This design comes from an exercise in tuning for small area on the open sky130 flow, not from production work. The RTL was checked by simulation tests, not by an equivalence proof against the original design.

==> flow/design.v (outline; a module is shown in full before it is edited, if it fits) <==
// module mac_round_sat: 28 lines
// module mac_fa: 7 lines
// module mac_ha: 7 lines
// module mac_cpa: 261 lines
// module mac_nch_acc: 985 lines
module mac_nch_acc #(
    parameter int DW     = 18,
    parameter int CW     = 28,
    parameter int NCH    = 4,
    parameter int GUARD  = 2,
    parameter int OSHIFT = 24,
    parameter int OW     = 20
) (
    input  logic                         clk,
    input  logic                         rst,
    input  logic                         iv,
    input  logic [DW-1:0]                din,
    input  logic [CW-1:0]                cin,
    input  logic [((NCH <= 1) ? 1 : $clog2(NCH))-1:0]     ch,
    input  logic                         first,
    input  logic                         last,
    output logic [OW-1:0]                dout,
    output logic [((NCH <= 1) ? 1 : $clog2(NCH))-1:0]     och,
    output logic                         ov,
    output logic                         ovf
);
  // ...
==> flow/flow/run.sh <==
#!/bin/bash
# Layout flow: the standard flow (standard.sh, with the standard synthesis
# unchanged) with
#  - plain buf_1 port buffers instead of the default delay-cell port buffers,
#  - clock tree synthesis without dummy loads, with clkbuf_4 buffers and
#    clusters of at most 10 sinks within 40 um.
# Each make run's full output goes to its own log file in this folder; ORFS's
# per-step logs are under orfs/logs/.
set -euo pipefail
bash standard.sh synth > flow_synth.log 2>&1
bash standard.sh \
    "BUFFER_PORTS_ARGS=-buffer_cell sky130_fd_sc_hd__buf_1" \
    "CTS_ARGS=-sink_clustering_enable -repair_clock_nets -dont_use_dummy_load -buf_list sky130_fd_sc_hd__clkbuf_4 -sink_clustering_size 10 -sink_clustering_max_diameter 40" \
    finish > flow_layout.log 2>&1
==> flow/standard.sh <==
#!/bin/bash
# synth_recipe.tcl (not shown) runs the flow's synth.tcl, then flattens the netlist and writes it again
# the make line also repeats each setting of config.mk as NAME=value (left out here)
make -C /OpenROAD-flow-scripts/flow DESIGN_CONFIG=/design/flow/config.mk WORK_HOME=/design/flow/orfs CLKGATE_MAP_FILE= SYNTH_SCRIPT=/design/flow/synth_recipe.tcl "${@:-finish}"
==> flow/config.mk <==
export PLATFORM = sky130hd
export DESIGN_NAME = mac_nch_acc
export DESIGN_NICKNAME = mac_nch_acc
export VERILOG_FILES = /design/flow/design.v
export SDC_FILE = /design/flow/constraint.sdc
export NUM_CORES = 4
export LEC_CHECK = 0
export ABC_AREA = 1
export CAP_MARGIN = 20
export CORE_MARGIN = 2
export CORE_UTILIZATION = 70
export SLEW_MARGIN = 20
export SYNTH_HIERARCHICAL = 1
export SYNTH_MINIMUM_KEEP_SIZE = 0
==> flow/constraint.sdc <==
create_clock -name core_clock -period 7.5 [get_ports {clk}]
set_input_delay 1.5000 -clock core_clock [delete_from_list [all_inputs] [get_ports {clk}]]
set_output_delay 1.5000 -clock core_clock [all_outputs]
set_load 0.01 [all_outputs]
==> key figures, run 1 <==
Drt
  • Wire length on met1: approximately 27 mm
  • Routed WL per cell: about 25 µm

Yosys
  • Area leader, netlist: edfxtp_1
  • Synth async-reset ratio: just under 9%
  • EDFF count, synth: 192
  • Compound-cell area share of the yosys netlist: 12.3%
  • Post-Syn Nets: 2834
  • Count leader, synth: nand2_1
  • Yosys top cell area share: around 24%
  • Yosys warns: 7

Layout
  • Clock-cell share: approximately 1.4%
  • Final instance area: ~25000 µm²
  • Inserted Diodes: 4

Timing
  • Final Hold Fails: 0
  • Slew at the pin with the worst max-slew slack: around 1.2 ns
  • Final Critical Period: roughly 7.2 ns
  • Final hold slack: about 0.32 ns
  • Fin. max-slew vios: 0

Worst setup path
  • Critical path class: reg -> reg
  • Critical Path Source: ch1[0]
  • CP Launch Type: flop
  • Setup slack, reg-to-reg: ~0.28 ns
  • Worst Setup EP: acc0[40]

Worst hold path
  • Worst Hold Path EP: ch4[1]
  • Hold Crit Start: ch3[1]

Placement
  • Pre-CTS setup slack: approximately 0.12 ns
  • Placed cell count: 2847

CTS
  • Number of H-tree levels: 2
  • Setup Fix Bufs, Post-CTS: 0

Floorplan
  • Ports: 77
  • Tap cells: 448
  • Initial Util: 71.0%

Outcome
  • Run status: complete, no violations

Global route
  • Met3 Use GR: approximately 11%
  • Gr busiest metal: met2
  • Vias in the first global route: around 19000

Job
  • Max Cap Viol: 0
==> module mac_nch_acc, before the edit <==
module mac_nch_acc #(
    parameter int DW     = 18,
    parameter int CW     = 28,
    parameter int NCH    = 4,
    parameter int GUARD  = 2,
    parameter int OSHIFT = 24,
    parameter int OW     = 20
) (
    input  logic                         clk,
    input  logic                         rst,
    input  logic                         iv,
    input  logic [DW-1:0]                din,
    input  logic [CW-1:0]                cin,
    input  logic [((NCH <= 1) ? 1 : $clog2(NCH))-1:0]     ch,
    input  logic                         first,
    input  logic                         last,
    output logic [OW-1:0]                dout,
    output logic [((NCH <= 1) ? 1 : $clog2(NCH))-1:0]     och,
    output logic                         ov,
    output logic                         ovf
);
    localparam int AW = DW + CW + GUARD;    
    localparam int NR = DW / 2;             
    localparam int HW = AW - OSHIFT;        
    logic              v1, f1, l1;
    logic [1:0]        ch1;
    logic [NR-1:0]     one, two, m1;
    logic              m2t;              
    logic [CW-1:0]     c1;
    logic [NR-1:0]     rone, rtwo, rm1;
    logic              rm2t;
    always_comb begin
        logic cy, s0, s1;
        cy = 1'b0;
        for (int i = 0; i < NR - 1; i++) begin
            s0 = din[2*i] ^ cy;
            s1 = din[2*i+1] ^ (din[2*i] & cy);
            cy = din[2*i+1] & (din[2*i] | cy);
            rone[i] = ~s1 & s0;
            rtwo[i] = s1 & ~s0;
            rm1[i]  = s1 & s0;
        end
        rone[NR-1] = ~din[DW-1] & (din[DW-2] ^ cy);
        rtwo[NR-1] = ~din[DW-1] & din[DW-2] & cy;
        rm1[NR-1]  = din[DW-1] & (din[DW-2] ^ cy);
        rm2t       = din[DW-1] & ~din[DW-2] & ~cy;
    end
    always_ff @(posedge clk or posedge rst) begin
        if (rst) v1 <= 1'b0;
        else     v1 <= iv;
    end
    always_ff @(posedge clk) begin
        f1  <= first;
        l1  <= last;
        ch1 <= ch;
        one <= rone;
        two <= rtwo;
        m1  <= rm1;
        m2t <= rm2t;
        c1  <= cin;
    end
    logic [AW-1:0] acc0, acc1, acc2, acc3;
    logic [3:0]    z;
    logic [AW-1:0] accsel, arow, sum;
    always_comb begin
        case (ch1)
            2'd0:    accsel = acc0;
            2'd1:    accsel = acc1;
            2'd2:    accsel = acc2;
            default: accsel = acc3;
        endcase
    end
    assign arow = (f1 | z[ch1]) ? '1 : accsel;
    logic [NR-1:0]    m2, ppt, neg;
    logic [NR*CW-1:0] pp;
    assign m2 = {m2t, {(NR-1){1'b0}}};
    always_comb begin
        for (int i = 0; i < NR; i++) begin
            for (int j = 0; j < CW; j++)
                pp[i*CW+j] = ~((one[i] & c1[j]) | (m1[i] & ~c1[j]) |
                               (two[i] & ((j == 0) ? 1'b0 : c1[j-1])) |
                               (m2[i] & ((j == 0) ? 1'b1 : ~c1[j-1])));
            ppt[i] = ((one[i] | two[i]) & c1[CW-1]) | ((m1[i] | m2[i]) & ~c1[CW-1]);
            neg[i] = ~(m1[i] | m2[i]);
        end
    end
    logic [AW-1:0] ta, tb;
    logic s1;
    logic c2;
    logic s3;
    logic c4;
    logic s5;
    logic c6;
    logic s7;
    logic c8;
    logic s9;
    logic c10;
    logic s11;
    logic c12;
    logic s13;
    logic c14;
    logic s15;
    logic c16;
    logic s17;
    logic c18;
    logic s19;
    logic c20;
    logic s21;
    logic c22;
    logic s23;
    logic c24;
    logic s25;
    logic c26;
    logic s27;
    logic c28;
    logic s29;
    logic c30;
    logic s31;
    logic c32;
    logic s33;
    logic c34;
    logic s35;
    logic c36;
    logic s37;
    logic c38;
    logic s39;
    logic c40;
    logic s41;
    logic c42;
    logic s43;
    logic c44;
    logic s45;
    logic c46;
    logic s47;
    logic c48;
    logic s49;
    logic c50;
    logic s51;
    logic c52;
    logic s53;
    logic c54;
    logic s55;
    logic c56;
    logic s57;
    logic c58;
    logic s59;
    logic c60;
    logic s61;
    logic c62;
    logic s63;
    logic c64;
    logic s65;
    logic c66;
    logic s67;
    logic c68;
    logic s69;
    logic c70;
    logic s71;
    logic c72;
    logic s73;
    logic c74;
    logic s75;
    logic c76;
    logic s77;
    logic c78;
    logic s79;
    logic c80;
    logic s81;
    logic c82;
    logic s83;
    logic c84;
    logic s85;
    logic c86;
    logic s87;
    logic c88;
    logic s89;
    logic c90;
    logic s91;
    logic c92;
    logic s93;
    logic c94;
    logic s95;
    logic c96;
    logic s97;
    logic c98;
    logic s99;
    logic c100;
    logic s101;
    logic c102;
    logic s103;
    logic c104;
    logic s105;
    logic c106;
    logic s107;
    logic c108;
    logic s109;
    logic c110;
    logic s111;
    logic c112;
    logic s113;
    logic c114;
    logic s115;
    logic c116;
    logic s117;
    logic c118;
    logic s119;
    logic c120;
    logic s121;
    logic c122;
    logic s123;
    logic c124;
    logic s125;
    logic c126;
    logic s127;
    logic c128;
    logic s129;
    logic c130;
    logic s131;
    logic c132;
    logic s133;
    logic c134;
    logic s135;
    logic c136;
    logic s137;
    logic c138;
    logic s139;
    logic c140;
    logic s141;
    logic c142;
    logic s143;
    logic c144;
    logic s145;
    logic c146;
    logic s147;
    logic c148;
    logic s149;
    logic c150;
    logic s151;
    logic c152;
    logic s153;
    logic c154;
    logic s155;
    logic c156;
    logic s157;
    logic c158;
    logic s159;
    logic c160;
    logic s161;
    logic c162;
    logic s163;
    logic c164;
    logic s165;
    logic c166;
    logic s167;
    logic c168;
    logic s169;
    logic c170;
    logic s171;
    logic c172;
    logic s173;
    logic c174;
    logic s175;
    logic c176;
    logic s177;
    logic c178;
    logic s179;
    logic c180;
    logic s181;
    logic c182;
    logic s183;
    logic c184;
    logic s185;
    logic c186;
    logic s187;
    logic c188;
    logic s189;
    logic c190;
    logic s191;
    logic c192;
    logic s193;
    logic c194;
    logic s195;
    logic c196;
    logic s197;
    logic c198;
    logic s199;
    logic c200;
    logic s201;
    logic c202;
    logic s203;
    logic c204;
    logic s205;
    logic c206;
    logic s207;
    logic c208;
    logic s209;
    logic c210;
    logic s211;
    logic c212;
    logic s213;
    logic c214;
    logic s215;
    logic c216;
    logic s217;
    logic c218;
    logic s219;
    logic c220;
    logic s221;
    logic c222;
    logic s223;
    logic c224;
    logic s225;
    logic c226;
    logic s227;
    logic c228;
    logic s229;
    logic c230;
    logic s231;
    logic c232;
    logic s233;
    logic c234;
    logic s235;
    logic c236;
    logic s237;
    logic c238;
    logic s239;
    logic c240;
    logic s241;
    logic c242;
    logic s243;
    logic c244;
    logic s245;
    logic c246;
    logic s247;
    logic c248;
    logic s249;
    logic c250;
    logic s251;
    logic c252;
    logic s253;
    logic c254;
    logic s255;
    logic c256;
    logic s257;
    logic c258;
    logic s259;
    logic c260;
    logic s261;
    logic c262;
    logic s263;
    logic c264;
    logic s265;
    logic c266;
    logic s267;
    logic c268;
    logic s269;
    logic c270;
    logic s271;
    logic c272;
    logic s273;
    logic c274;
    logic s275;
    logic c276;
    logic s277;
    logic c278;
    logic s279;
    logic c280;
    logic s281;
    logic c282;
    logic s283;
    logic c284;
    logic s285;
    logic c286;
    logic s287;
    logic c288;
    logic s289;
    logic c290;
    logic s291;
    logic c292;
    logic s293;
    logic c294;
    logic s295;
    logic c296;
    logic s297;
    logic c298;
    logic s299;
    logic c300;
    logic s301;
    logic c302;
    logic s303;
    logic c304;
    logic s305;
    logic c306;
    logic s307;
    logic c308;
    logic s309;
    logic c310;
    logic s311;
    logic c312;
    logic s313;
    logic c314;
    logic s315;
    logic c316;
    logic s317;
    logic c318;
    logic s319;
    logic c320;
    logic s321;
    logic c322;
    logic s323;
    logic c324;
    logic s325;
    logic c326;
    logic s327;
    logic c328;
    logic s329;
    logic c330;
    logic s331;
    logic c332;
    logic s333;
    logic c334;
    logic s335;
    logic c336;
    logic s337;
    logic c338;
    logic s339;
    logic c340;
    logic s341;
    logic c342;
    logic s343;
    logic c344;
    logic s345;
    logic c346;
    logic s347;
    logic c348;
    logic s349;
    logic c350;
    logic s351;
    logic c352;
    logic s353;
    logic c354;
    logic s355;
    logic c356;
    logic s357;
    logic c358;
    logic s359;
    logic c360;
    logic s361;
    logic c362;
    logic s363;
    logic c364;
    logic s365;
    logic c366;
    logic s367;
    logic c368;
    logic s369;
    logic c370;
    logic s371;
    logic c372;
    logic s373;
    logic c374;
    logic s375;
    logic c376;
    logic s377;
    logic c378;
    logic s379;
    logic c380;
    logic s381;
    logic c382;
    logic s383;
    logic c384;
    logic s385;
    logic c386;
    logic s387;
    logic c388;
    logic s389;
    logic c390;
    logic s391;
    logic c392;
    logic s393;
    logic c394;
    logic s395;
    logic c396;
    logic s397;
    logic c398;
    logic s399;
    logic c400;
    logic s401;
    logic c402;
    logic s403;
    logic c404;
    logic s405;
    logic c406;
    logic s407;
    logic c408;
    logic s409;
    logic c410;
    logic s411;
    logic c412;
    logic s413;
    logic c414;
    logic s415;
    logic c416;
    logic s417;
    logic c418;
    logic s419;
    logic c420;
    logic s421;
    logic c422;
    logic s423;
    logic c424;
    logic s425;
    logic c426;
    logic s427;
    logic c428;
    logic s429;
    logic c430;
    logic s431;
    logic c432;
    logic s433;
    logic c434;
    logic s435;
    logic c436;
    logic s437;
    logic c438;
    logic s439;
    logic c440;
    logic s441;
    logic c442;
    logic s443;
    logic c444;
    logic s445;
    logic c446;
    logic s447;
    logic c448;
    logic s449;
    logic c450;
    logic s451;
    logic c452;
    logic s453;
    logic c454;
    logic s455;
    logic c456;
    logic s457;
    logic c458;
    logic s459;
    logic c460;
    logic s461;
    logic c462;
    logic s463;
    logic c464;
    logic s465;
    logic c466;
    logic s467;
    logic c468;
    logic s469;
    logic c470;
    logic s471;
    logic c472;
    logic s473;
    logic c474;
    logic s475;
    logic c476;
    logic s477;
    logic c478;
    logic s479;
    logic c480;
    logic s481;
    logic c482;
    logic s483;
    logic c484;
    logic s485;
    logic c486;
    logic s487;
    logic c488;
    logic s489;
    logic c490;
    logic s491;
    logic c492;
    logic s493;
    logic c494;
    logic s495;
    logic c496;
    logic s497;
    logic c498;
    logic s499;
    logic c500;
    logic s501;
    logic c502;
    logic s503;
    logic c504;
    logic s505;
    logic c506;
    logic s507;
    logic c508;
    logic s509;
    logic c510;
    logic s511;
    logic c512;
    logic s513;
    logic c514;
    logic s515;
    logic c516;
    logic s517;
    logic c518;
    logic s519;
    logic c520;
    logic s521;
    logic c522;
    logic s523;
    logic c524;
    logic s525;
    logic c526;
    logic s527;
    logic c528;
    logic s529;
    logic c530;
    logic s531;
    logic c532;
    logic s533;
    logic c534;
    logic s535;
    logic c536;
    logic s537;
    logic c538;
    logic s539;
    logic c540;
    logic s541;
    logic c542;
    logic s543;
    logic c544;
    mac_ha u_s1 (.a(neg[7]), .b(pp[14]), .s(s1), .co(c2));
    mac_ha u_s3 (.a(pp[15]), .b(pp[41]), .s(s3), .co(c4));
    mac_fa u_s5 (.a(neg[8]), .b(pp[16]), .c(pp[42]), .s(s5), .co(c6));
    mac_ha u_s7 (.a(pp[68]), .b(pp[94]), .s(s7), .co(c8));
    mac_fa u_s9 (.a(pp[17]), .b(pp[43]), .c(pp[69]), .s(s9), .co(c10));
    mac_ha u_s11 (.a(pp[95]), .b(pp[121]), .s(s11), .co(c12));
    mac_fa u_s13 (.a(pp[18]), .b(pp[44]), .c(pp[70]), .s(s13), .co(c14));
    mac_ha u_s15 (.a(pp[96]), .b(pp[122]), .s(s15), .co(c16));
    mac_fa u_s17 (.a(pp[19]), .b(pp[45]), .c(pp[71]), .s(s17), .co(c18));
    mac_ha u_s19 (.a(pp[97]), .b(pp[123]), .s(s19), .co(c20));
    mac_fa u_s21 (.a(pp[20]), .b(pp[46]), .c(pp[72]), .s(s21), .co(c22));
    mac_ha u_s23 (.a(pp[98]), .b(pp[124]), .s(s23), .co(c24));
    mac_fa u_s25 (.a(pp[21]), .b(pp[47]), .c(pp[73]), .s(s25), .co(c26));
    mac_ha u_s27 (.a(pp[99]), .b(pp[125]), .s(s27), .co(c28));
    mac_fa u_s29 (.a(pp[22]), .b(pp[48]), .c(pp[74]), .s(s29), .co(c30));
    mac_ha u_s31 (.a(pp[100]), .b(pp[126]), .s(s31), .co(c32));
    mac_fa u_s33 (.a(pp[23]), .b(pp[49]), .c(pp[75]), .s(s33), .co(c34));
    mac_ha u_s35 (.a(pp[101]), .b(pp[127]), .s(s35), .co(c36));
    mac_fa u_s37 (.a(pp[24]), .b(pp[50]), .c(pp[76]), .s(s37), .co(c38));
    mac_ha u_s39 (.a(pp[102]), .b(pp[128]), .s(s39), .co(c40));
    mac_fa u_s41 (.a(pp[25]), .b(pp[51]), .c(pp[77]), .s(s41), .co(c42));
    mac_ha u_s43 (.a(pp[103]), .b(pp[129]), .s(s43), .co(c44));
    mac_fa u_s45 (.a(pp[26]), .b(pp[52]), .c(pp[78]), .s(s45), .co(c46));
    mac_ha u_s47 (.a(pp[104]), .b(pp[130]), .s(s47), .co(c48));
    mac_fa u_s49 (.a(pp[27]), .b(pp[53]), .c(pp[79]), .s(s49), .co(c50));
    mac_ha u_s51 (.a(pp[105]), .b(pp[131]), .s(s51), .co(c52));
    assign s53 = ~(ppt[0] ^ pp[54]);
    assign c54 = ppt[0] | pp[54];
    mac_fa u_s55 (.a(pp[80]), .b(pp[106]), .c(pp[132]), .s(s55), .co(c56));
    assign s57 = ~(pp[55] ^ pp[81]);
    assign c58 = pp[55] | pp[81];
    mac_ha u_s59 (.a(pp[107]), .b(pp[133]), .s(s59), .co(c60));
    mac_fa u_s61 (.a(ppt[1]), .b(pp[82]), .c(pp[108]), .s(s61), .co(c62));
    assign s63 = ~pp[83];
    assign c64 = pp[83];
    mac_ha u_s65 (.a(neg[4]), .b(pp[8]), .s(s65), .co(c66));
    mac_ha u_s67 (.a(pp[9]), .b(pp[35]), .s(s67), .co(c68));
    mac_fa u_s69 (.a(neg[5]), .b(pp[10]), .c(pp[36]), .s(s69), .co(c70));
    mac_ha u_s71 (.a(pp[62]), .b(pp[88]), .s(s71), .co(c72));
    mac_fa u_s73 (.a(pp[11]), .b(pp[37]), .c(pp[63]), .s(s73), .co(c74));
    mac_ha u_s75 (.a(pp[89]), .b(pp[115]), .s(s75), .co(c76));
    mac_fa u_s77 (.a(neg[6]), .b(pp[12]), .c(pp[38]), .s(s77), .co(c78));
    mac_fa u_s79 (.a(pp[64]), .b(pp[90]), .c(pp[116]), .s(s79), .co(c80));
    mac_ha u_s81 (.a(pp[142]), .b(pp[168]), .s(s81), .co(c82));
    mac_fa u_s83 (.a(pp[13]), .b(pp[39]), .c(pp[65]), .s(s83), .co(c84));
    mac_fa u_s85 (.a(pp[91]), .b(pp[117]), .c(pp[143]), .s(s85), .co(c86));
    mac_ha u_s87 (.a(pp[169]), .b(arow[13]), .s(s87), .co(c88));
    mac_fa u_s89 (.a(pp[40]), .b(pp[66]), .c(pp[92]), .s(s89), .co(c90));
    mac_fa u_s91 (.a(pp[118]), .b(pp[144]), .c(pp[170]), .s(s91), .co(c92));
    mac_fa u_s93 (.a(pp[196]), .b(arow[14]), .c(s1), .s(s93), .co(c94));
    mac_fa u_s95 (.a(pp[67]), .b(pp[93]), .c(pp[119]), .s(s95), .co(c96));
    mac_fa u_s97 (.a(pp[145]), .b(pp[171]), .c(pp[197]), .s(s97), .co(c98));
    mac_fa u_s99 (.a(arow[15]), .b(c2), .c(s3), .s(s99), .co(c100));
    mac_fa u_s101 (.a(pp[120]), .b(pp[146]), .c(pp[172]), .s(s101), .co(c102));
    mac_fa u_s103 (.a(pp[198]), .b(pp[224]), .c(arow[16]), .s(s103), .co(c104));
    mac_fa u_s105 (.a(c4), .b(s5), .c(s7), .s(s105), .co(c106));
    mac_fa u_s107 (.a(pp[147]), .b(pp[173]), .c(pp[199]), .s(s107), .co(c108));
    mac_fa u_s109 (.a(pp[225]), .b(arow[17]), .c(c6), .s(s109), .co(c110));
    mac_fa u_s111 (.a(c8), .b(s9), .c(s11), .s(s111), .co(c112));
    mac_fa u_s113 (.a(pp[148]), .b(pp[174]), .c(pp[200]), .s(s113), .co(c114));
    mac_fa u_s115 (.a(pp[226]), .b(arow[18]), .c(c10), .s(s115), .co(c116));
    mac_fa u_s117 (.a(c12), .b(s13), .c(s15), .s(s117), .co(c118));
    mac_fa u_s119 (.a(pp[149]), .b(pp[175]), .c(pp[201]), .s(s119), .co(c120));
    mac_fa u_s121 (.a(pp[227]), .b(arow[19]), .c(c14), .s(s121), .co(c122));
    mac_fa u_s123 (.a(c16), .b(s17), .c(s19), .s(s123), .co(c124));
    mac_fa u_s125 (.a(pp[150]), .b(pp[176]), .c(pp[202]), .s(s125), .co(c126));
    mac_fa u_s127 (.a(pp[228]), .b(arow[20]), .c(c18), .s(s127), .co(c128));
    mac_fa u_s129 (.a(c20), .b(s21), .c(s23), .s(s129), .co(c130));
    mac_fa u_s131 (.a(pp[151]), .b(pp[177]), .c(pp[203]), .s(s131), .co(c132));
    mac_fa u_s133 (.a(pp[229]), .b(arow[21]), .c(c22), .s(s133), .co(c134));
    mac_fa u_s135 (.a(c24), .b(s25), .c(s27), .s(s135), .co(c136));
    mac_fa u_s137 (.a(pp[152]), .b(pp[178]), .c(pp[204]), .s(s137), .co(c138));
    mac_fa u_s139 (.a(pp[230]), .b(arow[22]), .c(c26), .s(s139), .co(c140));
    mac_fa u_s141 (.a(c28), .b(s29), .c(s31), .s(s141), .co(c142));
    mac_fa u_s143 (.a(pp[153]), .b(pp[179]), .c(pp[205]), .s(s143), .co(c144));
    mac_fa u_s145 (.a(pp[231]), .b(arow[23]), .c(c30), .s(s145), .co(c146));
    mac_fa u_s147 (.a(c32), .b(s33), .c(s35), .s(s147), .co(c148));
    mac_fa u_s149 (.a(pp[154]), .b(pp[180]), .c(pp[206]), .s(s149), .co(c150));
    mac_fa u_s151 (.a(pp[232]), .b(arow[24]), .c(c34), .s(s151), .co(c152));
    mac_fa u_s153 (.a(c36), .b(s37), .c(s39), .s(s153), .co(c154));
    mac_fa u_s155 (.a(pp[155]), .b(pp[181]), .c(pp[207]), .s(s155), .co(c156));
    mac_fa u_s157 (.a(pp[233]), .b(arow[25]), .c(c38), .s(s157), .co(c158));
    mac_fa u_s159 (.a(c40), .b(s41), .c(s43), .s(s159), .co(c160));
    mac_fa u_s161 (.a(pp[156]), .b(pp[182]), .c(pp[208]), .s(s161), .co(c162));
    mac_fa u_s163 (.a(pp[234]), .b(arow[26]), .c(c42), .s(s163), .co(c164));
    mac_fa u_s165 (.a(c44), .b(s45), .c(s47), .s(s165), .co(c166));
    mac_fa u_s167 (.a(pp[157]), .b(pp[183]), .c(pp[209]), .s(s167), .co(c168));
    mac_fa u_s169 (.a(pp[235]), .b(arow[27]), .c(c46), .s(s169), .co(c170));
    mac_fa u_s171 (.a(c48), .b(s49), .c(s51), .s(s171), .co(c172));
    mac_fa u_s173 (.a(pp[158]), .b(pp[184]), .c(pp[210]), .s(s173), .co(c174));
    mac_fa u_s175 (.a(pp[236]), .b(arow[28]), .c(c50), .s(s175), .co(c176));
    mac_fa u_s177 (.a(c52), .b(s53), .c(s55), .s(s177), .co(c178));
    mac_fa u_s179 (.a(pp[159]), .b(pp[185]), .c(pp[211]), .s(s179), .co(c180));
    mac_fa u_s181 (.a(pp[237]), .b(arow[29]), .c(c54), .s(s181), .co(c182));
    mac_fa u_s183 (.a(c56), .b(s57), .c(s59), .s(s183), .co(c184));
    mac_fa u_s185 (.a(pp[134]), .b(pp[160]), .c(pp[186]), .s(s185), .co(c186));
    mac_fa u_s187 (.a(pp[212]), .b(pp[238]), .c(arow[30]), .s(s187), .co(c188));
    mac_fa u_s189 (.a(c58), .b(c60), .c(s61), .s(s189), .co(c190));
    mac_fa u_s191 (.a(pp[109]), .b(pp[135]), .c(pp[161]), .s(s191), .co(c192));
    mac_fa u_s193 (.a(pp[187]), .b(pp[213]), .c(pp[239]), .s(s193), .co(c194));
    mac_fa u_s195 (.a(arow[31]), .b(c62), .c(s63), .s(s195), .co(c196));
    mac_fa u_s197 (.a(ppt[2]), .b(pp[110]), .c(pp[136]), .s(s197), .co(c198));
    mac_fa u_s199 (.a(pp[162]), .b(pp[188]), .c(pp[214]), .s(s199), .co(c200));
    mac_fa u_s201 (.a(pp[240]), .b(arow[32]), .c(c64), .s(s201), .co(c202));
    assign s203 = ~(pp[111] ^ pp[137]);
    assign c204 = pp[111] | pp[137];
    mac_fa u_s205 (.a(pp[163]), .b(pp[189]), .c(pp[215]), .s(s205), .co(c206));
    mac_ha u_s207 (.a(pp[241]), .b(arow[33]), .s(s207), .co(c208));
    mac_fa u_s209 (.a(ppt[3]), .b(pp[138]), .c(pp[164]), .s(s209), .co(c210));
    mac_fa u_s211 (.a(pp[190]), .b(pp[216]), .c(pp[242]), .s(s211), .co(c212));
    assign s213 = ~(pp[139] ^ pp[165]);
    assign c214 = pp[139] | pp[165];
    mac_ha u_s215 (.a(pp[191]), .b(pp[217]), .s(s215), .co(c216));
    mac_fa u_s217 (.a(ppt[4]), .b(pp[166]), .c(pp[192]), .s(s217), .co(c218));
    assign s219 = ~pp[167];
    assign c220 = pp[167];
    mac_ha u_s221 (.a(neg[2]), .b(pp[4]), .s(s221), .co(c222));
    mac_ha u_s223 (.a(pp[5]), .b(pp[31]), .s(s223), .co(c224));
    mac_fa u_s225 (.a(neg[3]), .b(pp[6]), .c(pp[32]), .s(s225), .co(c226));
    mac_ha u_s227 (.a(pp[58]), .b(pp[84]), .s(s227), .co(c228));
    mac_fa u_s229 (.a(pp[7]), .b(pp[33]), .c(pp[59]), .s(s229), .co(c230));
    mac_ha u_s231 (.a(pp[85]), .b(arow[7]), .s(s231), .co(c232));
    mac_fa u_s233 (.a(pp[34]), .b(pp[60]), .c(pp[86]), .s(s233), .co(c234));
    mac_fa u_s235 (.a(pp[112]), .b(arow[8]), .c(s65), .s(s235), .co(c236));
    mac_fa u_s237 (.a(pp[61]), .b(pp[87]), .c(pp[113]), .s(s237), .co(c238));
    mac_fa u_s239 (.a(arow[9]), .b(c66), .c(s67), .s(s239), .co(c240));
    mac_fa u_s241 (.a(pp[114]), .b(pp[140]), .c(arow[10]), .s(s241), .co(c242));
    mac_fa u_s243 (.a(c68), .b(s69), .c(s71), .s(s243), .co(c244));
    mac_fa u_s245 (.a(pp[141]), .b(arow[11]), .c(c70), .s(s245), .co(c246));
    mac_fa u_s247 (.a(c72), .b(s73), .c(s75), .s(s247), .co(c248));
    mac_fa u_s249 (.a(arow[12]), .b(c74), .c(c76), .s(s249), .co(c250));
    mac_fa u_s251 (.a(s77), .b(s79), .c(s81), .s(s251), .co(c252));
    mac_fa u_s253 (.a(c78), .b(c80), .c(c82), .s(s253), .co(c254));
    mac_fa u_s255 (.a(s83), .b(s85), .c(s87), .s(s255), .co(c256));
    mac_fa u_s257 (.a(c84), .b(c86), .c(s89), .s(s257), .co(c258));
    mac_fa u_s259 (.a(s91), .b(c88), .c(s93), .s(s259), .co(c260));
    mac_fa u_s261 (.a(c90), .b(c92), .c(s95), .s(s261), .co(c262));
    mac_fa u_s263 (.a(s97), .b(c94), .c(s99), .s(s263), .co(c264));
    mac_fa u_s265 (.a(c96), .b(c98), .c(s101), .s(s265), .co(c266));
    mac_fa u_s267 (.a(s103), .b(c100), .c(s105), .s(s267), .co(c268));
    mac_fa u_s269 (.a(c102), .b(s107), .c(c104), .s(s269), .co(c270));
    mac_fa u_s271 (.a(s109), .b(c106), .c(s111), .s(s271), .co(c272));
    mac_fa u_s273 (.a(c108), .b(s113), .c(c110), .s(s273), .co(c274));
    mac_fa u_s275 (.a(s115), .b(c112), .c(s117), .s(s275), .co(c276));
    mac_fa u_s277 (.a(c114), .b(s119), .c(c116), .s(s277), .co(c278));
    mac_fa u_s279 (.a(s121), .b(c118), .c(s123), .s(s279), .co(c280));
    mac_fa u_s281 (.a(c120), .b(s125), .c(c122), .s(s281), .co(c282));
    mac_fa u_s283 (.a(s127), .b(c124), .c(s129), .s(s283), .co(c284));
    mac_fa u_s285 (.a(c126), .b(s131), .c(c128), .s(s285), .co(c286));
    mac_fa u_s287 (.a(s133), .b(c130), .c(s135), .s(s287), .co(c288));
    mac_fa u_s289 (.a(c132), .b(s137), .c(c134), .s(s289), .co(c290));
    mac_fa u_s291 (.a(s139), .b(c136), .c(s141), .s(s291), .co(c292));
    mac_fa u_s293 (.a(c138), .b(s143), .c(c140), .s(s293), .co(c294));
    mac_fa u_s295 (.a(s145), .b(c142), .c(s147), .s(s295), .co(c296));
    mac_fa u_s297 (.a(c144), .b(s149), .c(c146), .s(s297), .co(c298));
    mac_fa u_s299 (.a(s151), .b(c148), .c(s153), .s(s299), .co(c300));
    mac_fa u_s301 (.a(c150), .b(s155), .c(c152), .s(s301), .co(c302));
    mac_fa u_s303 (.a(s157), .b(c154), .c(s159), .s(s303), .co(c304));
    mac_fa u_s305 (.a(c156), .b(s161), .c(c158), .s(s305), .co(c306));
    mac_fa u_s307 (.a(s163), .b(c160), .c(s165), .s(s307), .co(c308));
    mac_fa u_s309 (.a(c162), .b(s167), .c(c164), .s(s309), .co(c310));
    mac_fa u_s311 (.a(s169), .b(c166), .c(s171), .s(s311), .co(c312));
    mac_fa u_s313 (.a(c168), .b(s173), .c(c170), .s(s313), .co(c314));
    mac_fa u_s315 (.a(s175), .b(c172), .c(s177), .s(s315), .co(c316));
    mac_fa u_s317 (.a(c174), .b(s179), .c(c176), .s(s317), .co(c318));
    mac_fa u_s319 (.a(s181), .b(c178), .c(s183), .s(s319), .co(c320));
    mac_fa u_s321 (.a(c180), .b(s185), .c(s187), .s(s321), .co(c322));
    mac_fa u_s323 (.a(c182), .b(c184), .c(s189), .s(s323), .co(c324));
    mac_fa u_s325 (.a(c186), .b(s191), .c(s193), .s(s325), .co(c326));
    mac_fa u_s327 (.a(c188), .b(c190), .c(s195), .s(s327), .co(c328));
    mac_fa u_s329 (.a(c192), .b(c194), .c(s197), .s(s329), .co(c330));
    mac_fa u_s331 (.a(s199), .b(s201), .c(c196), .s(s331), .co(c332));
    mac_fa u_s333 (.a(c198), .b(c200), .c(s203), .s(s333), .co(c334));
    mac_fa u_s335 (.a(s205), .b(s207), .c(c202), .s(s335), .co(c336));
    mac_fa u_s337 (.a(arow[34]), .b(c204), .c(c206), .s(s337), .co(c338));
    mac_fa u_s339 (.a(s209), .b(s211), .c(c208), .s(s339), .co(c340));
    mac_fa u_s341 (.a(pp[243]), .b(arow[35]), .c(c210), .s(s341), .co(c342));
    mac_fa u_s343 (.a(c212), .b(s213), .c(s215), .s(s343), .co(c344));
    mac_fa u_s345 (.a(pp[218]), .b(pp[244]), .c(arow[36]), .s(s345), .co(c346));
    mac_fa u_s347 (.a(c214), .b(c216), .c(s217), .s(s347), .co(c348));
    mac_fa u_s349 (.a(pp[193]), .b(pp[219]), .c(pp[245]), .s(s349), .co(c350));
    mac_fa u_s351 (.a(arow[37]), .b(c218), .c(s219), .s(s351), .co(c352));
    mac_fa u_s353 (.a(ppt[5]), .b(pp[194]), .c(pp[220]), .s(s353), .co(c354));
    mac_fa u_s355 (.a(pp[246]), .b(arow[38]), .c(c220), .s(s355), .co(c356));
    assign s357 = ~(pp[195] ^ pp[221]);
    assign c358 = pp[195] | pp[221];
    mac_ha u_s359 (.a(pp[247]), .b(arow[39]), .s(s359), .co(c360));
    mac_fa u_s361 (.a(ppt[6]), .b(pp[222]), .c(pp[248]), .s(s361), .co(c362));
    assign s363 = ~pp[223];
    assign c364 = pp[223];
    mac_ha u_s365 (.a(neg[1]), .b(pp[2]), .s(s365), .co(c366));
    mac_ha u_s367 (.a(pp[3]), .b(pp[29]), .s(s367), .co(c368));
    mac_fa u_s369 (.a(pp[30]), .b(pp[56]), .c(arow[4]), .s(s369), .co(c370));
    mac_fa u_s371 (.a(pp[57]), .b(arow[5]), .c(c222), .s(s371), .co(c372));
    mac_fa u_s373 (.a(arow[6]), .b(c224), .c(s225), .s(s373), .co(c374));
    mac_fa u_s375 (.a(c226), .b(c228), .c(s229), .s(s375), .co(c376));
    mac_fa u_s377 (.a(c230), .b(s233), .c(c232), .s(s377), .co(c378));
    mac_fa u_s379 (.a(c234), .b(s237), .c(c236), .s(s379), .co(c380));
    mac_fa u_s381 (.a(c238), .b(s241), .c(c240), .s(s381), .co(c382));
    mac_fa u_s383 (.a(c242), .b(s245), .c(c244), .s(s383), .co(c384));
    mac_fa u_s385 (.a(c246), .b(s249), .c(c248), .s(s385), .co(c386));
    mac_fa u_s387 (.a(c250), .b(s253), .c(c252), .s(s387), .co(c388));
    mac_fa u_s389 (.a(c254), .b(s257), .c(c256), .s(s389), .co(c390));
    mac_fa u_s391 (.a(c258), .b(s261), .c(c260), .s(s391), .co(c392));
    mac_fa u_s393 (.a(c262), .b(s265), .c(c264), .s(s393), .co(c394));
    mac_fa u_s395 (.a(c266), .b(s269), .c(c268), .s(s395), .co(c396));
    mac_fa u_s397 (.a(c270), .b(s273), .c(c272), .s(s397), .co(c398));
    mac_fa u_s399 (.a(c274), .b(s277), .c(c276), .s(s399), .co(c400));
    mac_fa u_s401 (.a(c278), .b(s281), .c(c280), .s(s401), .co(c402));
    mac_fa u_s403 (.a(c282), .b(s285), .c(c284), .s(s403), .co(c404));
    mac_fa u_s405 (.a(c286), .b(s289), .c(c288), .s(s405), .co(c406));
    mac_fa u_s407 (.a(c290), .b(s293), .c(c292), .s(s407), .co(c408));
    mac_fa u_s409 (.a(c294), .b(s297), .c(c296), .s(s409), .co(c410));
    mac_fa u_s411 (.a(c298), .b(s301), .c(c300), .s(s411), .co(c412));
    mac_fa u_s413 (.a(c302), .b(s305), .c(c304), .s(s413), .co(c414));
    mac_fa u_s415 (.a(c306), .b(s309), .c(c308), .s(s415), .co(c416));
    mac_fa u_s417 (.a(c310), .b(s313), .c(c312), .s(s417), .co(c418));
    mac_fa u_s419 (.a(c314), .b(s317), .c(c316), .s(s419), .co(c420));
    mac_fa u_s421 (.a(c318), .b(s321), .c(c320), .s(s421), .co(c422));
    mac_fa u_s423 (.a(s325), .b(c322), .c(c324), .s(s423), .co(c424));
    mac_fa u_s425 (.a(c326), .b(s329), .c(c328), .s(s425), .co(c426));
    mac_fa u_s427 (.a(c330), .b(s333), .c(c332), .s(s427), .co(c428));
    mac_fa u_s429 (.a(s337), .b(c334), .c(s339), .s(s429), .co(c430));
    mac_fa u_s431 (.a(c338), .b(s341), .c(s343), .s(s431), .co(c432));
    mac_fa u_s433 (.a(s345), .b(c342), .c(c344), .s(s433), .co(c434));
    mac_fa u_s435 (.a(s349), .b(c346), .c(c348), .s(s435), .co(c436));
    mac_fa u_s437 (.a(c350), .b(s353), .c(s355), .s(s437), .co(c438));
    mac_fa u_s439 (.a(c354), .b(s357), .c(s359), .s(s439), .co(c440));
    mac_fa u_s441 (.a(arow[40]), .b(c358), .c(s361), .s(s441), .co(c442));
    mac_fa u_s443 (.a(pp[249]), .b(arow[41]), .c(c362), .s(s443), .co(c444));
    mac_fa u_s445 (.a(ppt[7]), .b(pp[250]), .c(arow[42]), .s(s445), .co(c446));
    assign s447 = ~pp[251];
    assign c448 = pp[251];
    mac_ha u_s449 (.a(neg[0]), .b(pp[0]), .s(s449), .co(c450));
    mac_ha u_s451 (.a(pp[1]), .b(arow[1]), .s(s451), .co(c452));
    mac_fa u_s453 (.a(pp[28]), .b(arow[2]), .c(s365), .s(s453), .co(c454));
    mac_fa u_s455 (.a(arow[3]), .b(c366), .c(s367), .s(s455), .co(c456));
    mac_fa u_s457 (.a(c368), .b(s221), .c(s369), .s(s457), .co(c458));
    mac_fa u_s459 (.a(s223), .b(c370), .c(s371), .s(s459), .co(c460));
    mac_fa u_s461 (.a(s227), .b(c372), .c(s373), .s(s461), .co(c462));
    mac_fa u_s463 (.a(s231), .b(c374), .c(s375), .s(s463), .co(c464));
    mac_fa u_s465 (.a(c376), .b(s235), .c(s377), .s(s465), .co(c466));
    mac_fa u_s467 (.a(s239), .b(c378), .c(s379), .s(s467), .co(c468));
    mac_fa u_s469 (.a(s243), .b(c380), .c(s381), .s(s469), .co(c470));
    mac_fa u_s471 (.a(s247), .b(c382), .c(s383), .s(s471), .co(c472));
    mac_fa u_s473 (.a(s251), .b(c384), .c(s385), .s(s473), .co(c474));
    mac_fa u_s475 (.a(s255), .b(c386), .c(s387), .s(s475), .co(c476));
    mac_fa u_s477 (.a(c388), .b(s259), .c(s389), .s(s477), .co(c478));
    mac_fa u_s479 (.a(s263), .b(c390), .c(s391), .s(s479), .co(c480));
    mac_fa u_s481 (.a(s267), .b(c392), .c(s393), .s(s481), .co(c482));
    mac_fa u_s483 (.a(s271), .b(c394), .c(s395), .s(s483), .co(c484));
    mac_fa u_s485 (.a(s275), .b(c396), .c(s397), .s(s485), .co(c486));
    mac_fa u_s487 (.a(s279), .b(c398), .c(s399), .s(s487), .co(c488));
    mac_fa u_s489 (.a(s283), .b(c400), .c(s401), .s(s489), .co(c490));
    mac_fa u_s491 (.a(s287), .b(c402), .c(s403), .s(s491), .co(c492));
    mac_fa u_s493 (.a(s291), .b(c404), .c(s405), .s(s493), .co(c494));
    mac_fa u_s495 (.a(s295), .b(c406), .c(s407), .s(s495), .co(c496));
    mac_fa u_s497 (.a(s299), .b(c408), .c(s409), .s(s497), .co(c498));
    mac_fa u_s499 (.a(s303), .b(c410), .c(s411), .s(s499), .co(c500));
    mac_fa u_s501 (.a(s307), .b(c412), .c(s413), .s(s501), .co(c502));
    mac_fa u_s503 (.a(s311), .b(c414), .c(s415), .s(s503), .co(c504));
    mac_fa u_s505 (.a(s315), .b(c416), .c(s417), .s(s505), .co(c506));
    mac_fa u_s507 (.a(s319), .b(c418), .c(s419), .s(s507), .co(c508));
    mac_fa u_s509 (.a(s323), .b(c420), .c(s421), .s(s509), .co(c510));
    mac_fa u_s511 (.a(s327), .b(c422), .c(s423), .s(s511), .co(c512));
    mac_fa u_s513 (.a(s331), .b(c424), .c(s425), .s(s513), .co(c514));
    mac_fa u_s515 (.a(s335), .b(c426), .c(s427), .s(s515), .co(c516));
    mac_fa u_s517 (.a(c336), .b(s429), .c(c428), .s(s517), .co(c518));
    mac_fa u_s519 (.a(c340), .b(s431), .c(c430), .s(s519), .co(c520));
    mac_fa u_s521 (.a(s347), .b(c432), .c(s433), .s(s521), .co(c522));
    mac_fa u_s523 (.a(s351), .b(c434), .c(s435), .s(s523), .co(c524));
    mac_fa u_s525 (.a(c352), .b(c436), .c(s437), .s(s525), .co(c526));
    mac_fa u_s527 (.a(c356), .b(s439), .c(c438), .s(s527), .co(c528));
    mac_fa u_s529 (.a(c360), .b(s441), .c(c440), .s(s529), .co(c530));
    mac_fa u_s531 (.a(s363), .b(s443), .c(c442), .s(s531), .co(c532));
    mac_fa u_s533 (.a(c364), .b(s445), .c(c444), .s(s533), .co(c534));
    mac_fa u_s535 (.a(arow[43]), .b(s447), .c(c446), .s(s535), .co(c536));
    mac_fa u_s537 (.a(ppt[8]), .b(arow[44]), .c(c448), .s(s537), .co(c538));
    assign s539 = ~arow[45];
    assign c540 = arow[45];
    assign s541 = ~arow[46];
    assign c542 = arow[46];
    assign s543 = ~arow[47];
    assign c544 = arow[47];
    assign ta = {c542, c540, c538, c536, c534, c532, c530, c528, c526, c524, c522, c520, c518, c516, c514, c512, c510, c508, c506, c504, c502, c500, c498, c496, c494, c492, c490, c488, c486, c484, c482, c480, c478, c476, c474, c472, c470, c468, c466, c464, c462, c460, c458, c456, c454, c452, c450, s449};
    assign tb = {s543, s541, s539, s537, s535, s533, s531, s529, s527, s525, s523, s521, s519, s517, s515, s513, s511, s509, s507, s505, s503, s501, s499, s497, s495, s493, s491, s489, s487, s485, s483, s481, s479, s477, s475, s473, s471, s469, s467, s465, s463, s461, s459, s457, s455, s453, s451, arow[0]};
    mac_cpa u_cpa (.a(ta), .b(tb), .s(sum));
    always_ff @(posedge clk) begin
        if (v1 && ch1 == 2'd0) acc0 <= sum;
        if (v1 && ch1 == 2'd1) acc1 <= sum;
        if (v1 && ch1 == 2'd2) acc2 <= sum;
        if (v1 && ch1 == 2'd3) acc3 <= sum;
    end
    always_ff @(posedge clk or posedge rst) begin
        if (rst) z <= 4'hf;
        else if (v1) z[ch1] <= 1'b0;
    end
    logic          v2;
    logic [1:0]    ch2;
    logic [HW-1:0] h2;
    logic          b2, o2;
    always_ff @(posedge clk or posedge rst) begin
        if (rst) v2 <= 1'b0;
        else     v2 <= v1 & l1;
    end
    always_ff @(posedge clk) begin
        ch2 <= ch1;
        h2  <= sum[AW-1:OSHIFT];
        b2  <= sum[OSHIFT-1];
        o2  <= &sum[OSHIFT-2:0];
    end
    logic [OW-1:0] rs_dout;
    logic          rs_ovf;
    mac_round_sat #(.HW(HW), .OW(OW)) u_round_sat (
        .hin   (h2),
        .halfn (b2),
        .restn (o2),
        .dout (rs_dout),
        .ovf  (rs_ovf)
    );
    logic          v3, v4;
    logic [1:0]    ch3, ch4;
    logic [OW:0]   r3, r4;
    always_ff @(posedge clk or posedge rst) begin
        if (rst) begin
            v3 <= 1'b0;
            v4 <= 1'b0;
        end else begin
            v3 <= v2;
            v4 <= v3;
        end
    end
    always_ff @(posedge clk) begin
        ch3 <= ch2;
        r3  <= {rs_ovf, rs_dout};
        ch4 <= ch3;
        r4  <= r3;
    end
    always_ff @(posedge clk or posedge rst) begin
        if (rst) begin
            dout <= '0;
            och  <= '0;
            ovf  <= 1'b0;
            ov   <= 1'b0;
        end else begin
            ov <= v4;
            if (v4) begin
                dout <= r4[OW-1:0];
                ovf  <= r4[OW];
                och  <= ch4;
            end
        end
    end
endmodule
==> inputs of run 2 (changes only) <==
--- a/flow/design.v
+++ b/flow/design.v
@@ -328,4 +328,5 @@
     logic              v1, f1, l1;
     logic [1:0]        ch1;
+    logic [3:0]        rd1;              
     logic [NR-1:0]     one, two, m1;
     logic              m2t;              
@@ -354,4 +355,5 @@
     end
     always_ff @(posedge clk) begin
+        rd1 <= rdsel;
         f1  <= first;
         l1  <= last;
@@ -364,15 +366,14 @@
     end
     logic [AW-1:0] acc0, acc1, acc2, acc3;
-    logic [3:0]    z;
-    logic [AW-1:0] accsel, arow, sum;
+    logic [3:0]    z, znext, rdsel;
+    logic [AW-1:0] arow, sum;
     always_comb begin
-        case (ch1)
-            2'd0:    accsel = acc0;
-            2'd1:    accsel = acc1;
-            2'd2:    accsel = acc2;
-            default: accsel = acc3;
-        endcase
+        znext = z;
+        if (v1) znext[ch1] = 1'b0;
+        for (int c = 0; c < 4; c++)
+            rdsel[c] = (ch == 2'(c)) & ~first & ~znext[c];
     end
-    assign arow = (f1 | z[ch1]) ? '1 : accsel;
+    assign arow = ~(({AW{rd1[0]}} & ~acc0) | ({AW{rd1[1]}} & ~acc1) |
+                    ({AW{rd1[2]}} & ~acc2) | ({AW{rd1[3]}} & ~acc3));
     logic [NR-1:0]    m2, ppt, neg;
     logic [NR*CW-1:0] pp;
@@ -1228,5 +1229,5 @@
     always_ff @(posedge clk or posedge rst) begin
         if (rst) z <= 4'hf;
-        else if (v1) z[ch1] <= 1'b0;
+        else     z <= znext;
     end
     logic          v2;
--- a/flow/config.mk
+++ b/flow/config.mk
@@ -9,5 +9,5 @@
 export CAP_MARGIN = 20
 export CORE_MARGIN = 2
-export CORE_UTILIZATION = 70
+export CORE_UTILIZATION = 60
 export SLEW_MARGIN = 20
 export SYNTH_HIERARCHICAL = 1
==> run 2 against run 1 <==
Die area up 16%. Clock skew up 0.0099 ns. Flip-flop and latch count up 3. Register-to-register slack better by 0.02 ns. Synthesized cell count down 3.8%. Final cell count down 1.3%. Worst setup slack better by 0.016 ns. Synthesized area about the same. Worst hold slack worse by 0.022 ns. Still clean on timing, DRC and antenna.
==> key figures, run 2 <==
Outcome
  • Run status: complete, no violations (unchanged)

CTS
  • Clk sink count: 361 (was 358)
  • Total CTS buffers: 53 (was 46)
  • Root Buffer: clkbuf_4 (unchanged)
  • Clock latency on the worst-skew pair: 0.82 ns (was 0.77 ns)
  • Post-cts resize count: 0 (unchanged)
  • TritonCTS clock tree: done (unchanged)
  • Clock buffer depth: 3 (unchanged)
  • Setup Fix Bufs, Post-CTS: 0 (unchanged)
  • Worst-path clk slew: 0.10 ns (about the same)
  • Hold_buf cts: 0 (unchanged)
  • Number of H-tree levels: 2 (unchanged)

Timing
  • Tcrit/Tclk final: 96.1% (was 96.3%)
  • Relative slew margins: 29.8% (was 21.6%)
  • Slew at the pin with the worst max-slew slack: 1.05 ns (was 1.18 ns)
  • Fin. max-slew vios: 0 (unchanged)
  • Final Setup Violations: 0 (unchanged)
  • Clock Skew: 0.0851 ns (was 0.0752 ns)
  • Final Hold Fails: 0 (unchanged)
  • Fmax: 139 MHz (was 138 MHz)
  • Final Critical Period: 7.21 ns (was 7.22 ns)
  • Fin Setup TNS: 0 ns (unchanged)
  • Unrepaired setup endpoints after global routing: no

Layout
  • Commonest non-fill, non-tap cell in the layout: nand2_1 (unchanged)
  • Layout cells sized above 1: 8.22% (was 8.28%)
  • Post-route core utilization: 61.8% (was 74.4%)
  • Area Growth Syn to Fin: 2.42% (was 4.79%)
  • Most frequent cells in the layout: nand2_1 (388), fa_1 (257), a21oi_1 (226) (was nand2_1 (326), fa_1 (253), inv_1 (234))
  • Final instance area: 24400 µm² (was 24900 µm²)
  • Final nets: 2756 (was 2870)

Yosys
  • EDFF count, synth: 192 (unchanged)
  • #FFs+latches synth: 361 (was 358)
  • Register area share after synthesis: 39.1% (was 38.9%)
  • Count leader, synth: nand2_1 (unchanged)
  • Cells after Synth: 2326 (was 2417)
  • Synthesized area: 23800 µm² (about the same)
  • Area leader, netlist: edfxtp_1 (unchanged)
  • Top post-synthesis cells by area: edfxtp_1 (24%), fa_1 (22%), dfxtp_1 (12%), nand2_1 (6.1%), ha_1 (5.6%) (was edfxtp_1 (24%), fa_1 (22%), dfxtp_1 (11%), ha_1 (5.6%), nand2_1 (5.2%))
  • Yosys top cell area share: 24.2% (about the same)
  • Yosys warns: 7 (unchanged)
  • Synth top cells by count: nand2_1 (388), fa_1 (257), a21oi_1 (226) (was nand2_1 (327), fa_1 (257), inv_1 (235))
  • Netlist cell types: 43 (was 40)
  • Synthesized area per cell: 10.2 µm² (was 9.85 µm²)
  • Synth async-reset ratio: 8.86% (was 8.94%)
  • Primary FF master, synth: edfxtp_1 (unchanged)
  • Post-Syn Nets: 2743 (was 2834)

Worst hold path
  • Worst Hold Path EP: r4[11] (was ch4[1])
  • Hold depth: 0 (unchanged)
  • Hold Crit Start: r3[11] (was ch3[1])
  • Worst min path class: reg -> reg (unchanged)

Floorplan
  • Ports: 77 (unchanged)
  • Die area: 41300 µm² (was 35500 µm²)
  • Die height: 203 µm (was 188 µm)
  • Die Width: 203 µm (was 188 µm)
  • Initial Util: 60.4% (was 71.0%)
  • Core area: 39500 µm² (was 33500 µm²)
  • FP Rows: 73 (was 67)

Worst setup path
  • Critical path data required time: 8.01 ns (was 7.93 ns)
  • Crit path arrival time: 7.72 ns (was 7.66 ns)
  • Most common cell on crit path: fa_1 (unchanged)
  • Worst R2R Path Depth: 27 (was 30)
  • Slowest cell on the critical path: fa_1 (unchanged)
  • FF-to-FF Start: m1[0] (was ch1[0])
  • Critical path class: reg -> reg (unchanged)
  • RR Endpoint: acc2[40] (was acc0[40])
  • CP Launch Type: flop (unchanged)
  • CP Max Fanout: 12 (was 14)
  • Crit path largest cell delay: 0.45 ns (was 0.52 ns)
  • Endpoint type of the worst setup path: flop (unchanged)
  • Setup slack, reg-to-reg: 0.29 ns (was 0.28 ns)

Drt
  • Routed WL per cell: 21.6 µm (was 24.6 µm)
  • DRC: 0 (unchanged)
  • WL final: 61.8 mm (was 71.5 mm)
  • First-pass DRT Iterations: 6 (unchanged)
  • 1st-iter DRT viols: 1661 (was 2586)
  • Remaining antenna violation count: 0 (unchanged)
  • Via/cell ratio: 5.81 (was 6.52)
  • Vias post-DR: 16600 (was 18900)

Placement
  • Port-buffer cells: 76 (unchanged)
  • Placed cell area: 24000 µm² (was 24500 µm²)
  • Dpl hpwl: 45.2 mm (was 51.7 mm)
  • RePlAce Congestion: 1.00 (was 1.04)

Global route
  • Initial antenna violation count: 5 (was 4)
  • Vias in the first global route: 16500 (was 18900)
  • First-pass GRT wire length: 95.8 mm (was 109 mm)
  • Largest net degree at the start of global routing: 49 (unchanged)
  • Total Routing Usage GR: 30.8% (was 41.0%)
  • Aggregate global routing overflow: 0 (unchanged)

Job
  • Max Cap Viol: 0 (unchanged)
## run 2: cell count changes after synthesis, sizes merged, moves of 5 or more
cell    previous run  this run
nand3            159         8
o21ai            103       224
buf               99       178
clkbuf            80         3
nand2            338       399
inv              242       192
o22ai            142       104
a211oi            18         2
clkinv            13         0
nor2             170       157
o211ai            16        28
nand4              6         1
## run 2: worst max path at each step
stage                     startpoint       end  slack (ns)
after floorplan                c1[0]  acc0[40]        0.63
after global placement        one[0]  acc2[40]        0.39
after detailed placement      one[0]  acc3[40]        0.28
after CTS                      m1[0]  acc2[40]        0.28
after global routing          one[0]  acc2[40]        0.03
final                          m1[0]  acc2[40]        0.29
## run 2: metrics by stage
stage	hold WS (ns)	cells	setup slack (ns)
4_1_cts	0.294	2862	0.280
6_report	0.299	2866	0.291
5_1_grt	0.294	2866	0.0251
2_1_floorplan	0.310	2326	0.631
3_5_place_dp	0.312	2809	0.276
3_3_place_gp	0.311	2809	0.391
## run 2: cell families after synthesis
logic type | after synthesis | share of synthesized area, %
xor+xnor | 27 | 0.992
buf+inv | 373 | 8.41
fa+ha+maj | 364 | 27.2
compound gates | 595 | 13.6
mux | 23 | 1.09
flops | 361 | 39.1
simple gates | 582 | 9.57
other cells | 1 | 0.0157
## run 2: cell type report
type                       count  area, µm²
fill                        3355      15100
multi-input combinational   1592      12500
sequential                   361       9320
timing repair buffer         139        758
inverter                     192        721
tap                          525        657
clock buffer                  53        398
antenna                        4       10.0
## run 2: critical path: cells and delay by family (launching register included)
| family | cells | cell delay [ns] |
|---|---|---|
| xor gates and xnor gates | 1 | 0.22 |
| buffers and inverters | 1 | 0.12 |
| DFF | 1 | 0.37 |
| and+or+nand+nor | 12 | 1.00 |
| adders and majority gates | 13 | 5.19 |
## run 2: metal layers
metal | global-route usage, % | up-vias | wire length (µm)
met5 | 0 | - | 26
met4 | 9.31 | 4 | 1700
met3 | 9.91 | 119 | 6500
met2 | 45.0 | 731 | 26600
met1 | 44.2 | 8046 | 27000
li1 | - | 7749 | -
## run 2: modules after synthesis, one instance, submodules excluded, excerpt
| module | cells inside | times used |
|---|---|---|
| mac_nch_acc | 1705 | 1 |
| mac_cpa | 221 | 1 |
| mac_fa | 1 | 238 |
| mac_ha | 1 | 52 |
==> inputs of run 3 (changes only) <==
--- a/flow/config.mk
+++ b/flow/config.mk
@@ -6,5 +6,4 @@
 export NUM_CORES = 4
 export LEC_CHECK = 0
-export ABC_AREA = 1
 export CAP_MARGIN = 20
 export CORE_MARGIN = 2
==> run 3 against run 2 <==
First-iteration DRC count down 9.6%. Register-to-register slack got worse by 0.08 ns. Synthesized area down 3.5%. Worst setup slack got worse by 0.083 ns. Clock skew rose by 0.028 ns. Critical endpoint is now acc0[41]. Largest cell class unchanged. Critical path type unchanged. Die area decreased by 3.5%. Sequential share of layout area up 0.43 points.
==> key figures, run 3 <==
Worst setup path
  • Endpoint type of the worst setup path: flop (unchanged)
  • Critical path class: reg -> reg (unchanged)
  • Most common cell on crit path: fa_2 (was fa_1)
  • Top Family by Delay on Critical Path: adder cells (unchanged)
  • CP Max Fanout: 5 (was 12)
  • FF-to-FF Start: c1[0] (was m1[0])
  • Crit path arrival time: 7.89 ns (was 7.72 ns)
  • Crit path largest cell delay: 0.47 ns (was 0.45 ns)
  • Critical path data required time: 8.10 ns (was 8.01 ns)
  • CP Launch Type: flop (unchanged)
  • Buffers & Inverters on Critical Path: 1 (unchanged)
  • Worst R2R Path Depth: 24 (was 27)
  • Critical path, cell by cell: mux2i_1, ha_1, fa_2, fa_1, fa_2, fa_2, fa_2, fa_2, fa_2, fa_2, fa_2, fa_2, fa_2, a21o_1, nand4_1, and3b_2, o31ai_2, a211o_1, a21bo_1, a21o_1, a21o_1, a221oi_2, fa_1, inv_2
  • Slowest cell on the critical path: fa_1 (unchanged)
  • RR Endpoint: acc0[41] (was acc2[40])
  • Setup slack, reg-to-reg: 0.21 ns (was 0.29 ns)

Floorplan
  • Die Width: 200 µm (was 203 µm)
  • Initial Util: 61.0% (was 60.4%)
  • Die height: 200 µm (was 203 µm)
  • Ports: 77 (unchanged)
  • Core area: 37700 µm² (was 39500 µm²)
  • FP Rows: 71 (was 73)
  • Die area: 39900 µm² (was 41300 µm²)

Layout
  • Commonest non-fill, non-tap cell in the layout: nor2_1 (was nand2_1)
  • Post-route core utilization: 64.1% (was 61.8%)
  • Most frequent cells in the layout: nor2_1 (261), fa_1 (247), a221oi_1 (199) (was nand2_1 (388), fa_1 (257), a21oi_1 (226))
  • Final nets: 2346 (was 2756)
  • Layout cells sized above 1: 11.9% (was 8.22%)
  • Area Growth Syn to Fin: 4.98% (was 2.42%)
  • Layout Cells excl Fill: 2440 (was 2866)
  • Final instance area: 24100 µm² (was 24400 µm²)

Global route
  • Initial antenna violation count: 1 (was 5)
  • Vias in the first global route: 15200 (was 16500)
  • Largest net degree at the start of global routing: 50 (was 49)
  • Total Routing Usage GR: 31.4% (was 30.8%)
  • First-pass GRT wire length: 92.6 mm (was 95.8 mm)
  • Aggregate global routing overflow: 0 (unchanged)

Drt
  • Via/cell ratio: 6.49 (was 5.81)
  • DRC: 0 (unchanged)
  • WL final: 60.5 mm (was 61.8 mm)
  • 1st-iter DRT viols: 1501 (was 1661)
  • Vias post-DR: 15800 (was 16600)
  • Remaining antenna violation count: 0 (unchanged)
  • Routed WL per cell: 24.8 µm (was 21.6 µm)
  • First-pass DRT Iterations: 6 (unchanged)

Worst hold path
  • Hold Crit Start: r3[20] (was r3[11])
  • Worst Hold Path EP: r4[20] (was r4[11])
  • Hold depth: 0 (unchanged)
  • Worst min path class: reg -> reg (unchanged)

Yosys
  • Post-Syn Nets: 2325 (was 2743)
  • Cells after Synth: 1908 (was 2326)
  • Synthesized area per cell: 12.0 µm² (was 10.2 µm²)
  • Synth top cells by count: nor2_1 (262), fa_1 (257), a221oi_1 (199) (was nand2_1 (388), fa_1 (257), a21oi_1 (226))
  • Synthesized area: 23000 µm² (was 23800 µm²)
  • Top post-synthesis cells by area: edfxtp_1 (25%), fa_1 (22%), dfxtp_1 (12%), a221oi_1 (7.6%), ha_1 (5.8%) (was edfxtp_1 (24%), fa_1 (22%), dfxtp_1 (12%), nand2_1 (6.1%), ha_1 (5.6%))
  • Yosys warns: 7 (unchanged)
  • Synth async-reset ratio: 8.86% (unchanged)
  • EDFF count, synth: 192 (unchanged)
  • Netlist cell types: 64 (was 43)
  • Primary FF master, synth: edfxtp_1 (unchanged)
  • Register area share after synthesis: 40.5% (was 39.1%)
  • #FFs+latches synth: 361 (unchanged)
  • Area leader, netlist: edfxtp_1 (unchanged)
  • Count leader, synth: nor2_1 (was nand2_1)
  • Yosys top cell area share: 25.1% (was 24.2%)

CTS
  • Total CTS buffers: 49 (was 53)
  • Worst-path clk slew: 0.10 ns (about the same)
  • Clock latency on the worst-skew pair: 0.81 ns (was 0.82 ns)
  • Setup Fix Bufs, Post-CTS: 0 (unchanged)
  • Root Buffer: clkbuf_4 (unchanged)
  • Clock buffer depth: 3 (unchanged)
  • Hold_buf cts: 0 (unchanged)
  • Clk sink count: 361 (unchanged)
  • Number of H-tree levels: 2 (unchanged)
  • TritonCTS clock tree: done (unchanged)

Placement
  • Port-buffer cells: 76 (unchanged)
  • Placed cell count: 2389 (was 2809)
  • Dpl hpwl: 43.2 mm (was 45.2 mm)
  • Placed cell area: 23700 µm² (was 24000 µm²)
  • Pre-CTS setup slack: -0.138 ns (was 0.276 ns)
  • RePlAce Congestion: 0.928 (was 1.00)

Timing
  • Relative slew margins: 29.8% (about the same)
  • Final Critical Period: 7.29 ns (was 7.21 ns)
  • Clock Skew: 0.113 ns (was 0.0851 ns)
  • Tcrit/Tclk final: 97.2% (was 96.1%)
  • Final Hold Fails: 0 (unchanged)
  • Fmax: 137 MHz (was 139 MHz)
  • Setup ws final: 0.208 ns (was 0.291 ns)
  • Final Setup Violations: 0 (unchanged)
  • Fin. max-slew vios: 0 (unchanged)
  • Slew at the pin with the worst max-slew slack: 1.05 ns (about the same)

Job
  • Max Cap Viol: 0 (unchanged)

Outcome
  • Run status: complete, no violations (unchanged)
run 3: final cells by class:
type	count	area [µm²]
diodes	2	5.00
clock buffers	49	368
fillers	3028	13500
inverters	82	308
multi-input cells	1273	12600
flip-flops and latches	361	9310
well taps	511	639
repair buffers	162	931
run 3: kinds of logic after synthesis:
logic type                 synth area share (%)
muxes                                      2.65
AOI/OAI and AO/OA                          15.1
DFF                                        40.5
buffers and inverters                      5.11
adders and majority gates                  28.2
and+or+nand+nor                            7.29
xor gates and xnor gates                   1.07
other                                    0.0163
run 3: worst register-to-register path: stages, from the launching register on:
cell and delay (ns):
dfxtp_1 0.34, mux2i_1 0.22, ha_1 0.28, fa_2 0.40
fa_1 0.39, fa_2 0.35, fa_2 0.35, fa_2 0.35
fa_2 0.36, fa_2 0.35, fa_2 0.34, fa_2 0.35
fa_2 0.34, fa_2 0.35, a21o_1 0.17, nand4_1 0.10
and3b_2 0.22, o31ai_2 0.10, a211o_1 0.32, a21bo_1 0.22
a21o_1 0.18, a21o_1 0.21, a221oi_2 0.26, fa_1 0.47
inv_2 0.10
run 3: worst max path at each step:
stage	startpoint	depth (start not counted)	to	slack (ns)
after floorplan	c1[0]	26	acc0[41]	0.01
final	c1[0]	24	acc0[41]	0.21
after global routing	c1[0]	24	acc0[41]	-0.007
after global placement	c1[0]	24	acc1[46]	-0.06
after CTS	c1[0]	24	acc1[41]	0.03
after detailed placement	c1[0]	24	acc2[46]	-0.14
run 3: repair_timing:
action                                  4_1_cts  5_1_grt
resized for setup                             6        6
endpoints found under the setup margin       29       61
pin swaps                                     3        5
run 3: metal layers:
metal | vias up | track usage (%) | share of wire, %
li1 | 6958 | - | -
met1 | 7843 | 48.5 | 44
met2 | 928 | 44.3 | 42
met3 | 104 | 7.92 | 12
met4 | 0 | 7.74 | 2.1
met5 | - | 0 | 0
run 3: per-stage QoR:
step / TNS [ns] / hold slack (ns)
2_1_floorplan: 0 / 0.310
3_3_place_gp: -0.230 / 0.312
3_5_place_dp: -1.07 / 0.312
4_1_cts: 0 / 0.318
5_1_grt: -0.0208 / 0.312
6_report: 0 / 0.316
run 3: Yosys stat by module (local to each module, per instance), a selection:
| module | copies in the design | cell area [µm²] | cells inside |
|---|---|---|---|
| mac_nch_acc | 1 | 15700 | 1396 |
| mac_ha | 52 | 12.5 | 1 |
| mac_fa | 238 | 20.0 | 1 |
| mac_cpa | 1 | 1560 | 168 |

==> port drivers added, routing unchanged <==
Ports are ideal in the flow. The routed layouts listed here were re-timed in OpenROAD.
Step 1 assumes that a clkbuf_16 drives the clock port and a buf_2 every other input.
Step 2 times the ports against the registers' clock, not the clock port: input delays grow and output delays shrink by t, the midpoint of the rising clock arrivals with the driver on.
Slacks: ideal / step 1 / step 2; pairs: ideal / step 1.
| run | shift t [ns] | slack for setup (ns) | worst hold slack (ns) | clock arrival spread, ns | worst slew at a driven data input, ns |
|---|---|---|---|---|---|
| run 1 | 0.785 | 0.276 / 0.276 / 0.276 | 0.321 / 0.321 / 0.321 | 0.075 / 0.075 | 0.04 |
| run 2 | 0.828 | 0.291 / 0.291 / 0.291 | 0.299 / 0.299 / 0.299 | 0.085 / 0.085 | 0.05 |
| run 3 | 0.800 | 0.208 / 0.208 / 0.208 | 0.316 / 0.316 / 0.316 | 0.113 / 0.113 | 0.06 |
After both steps setup and hold are still met in every run listed.
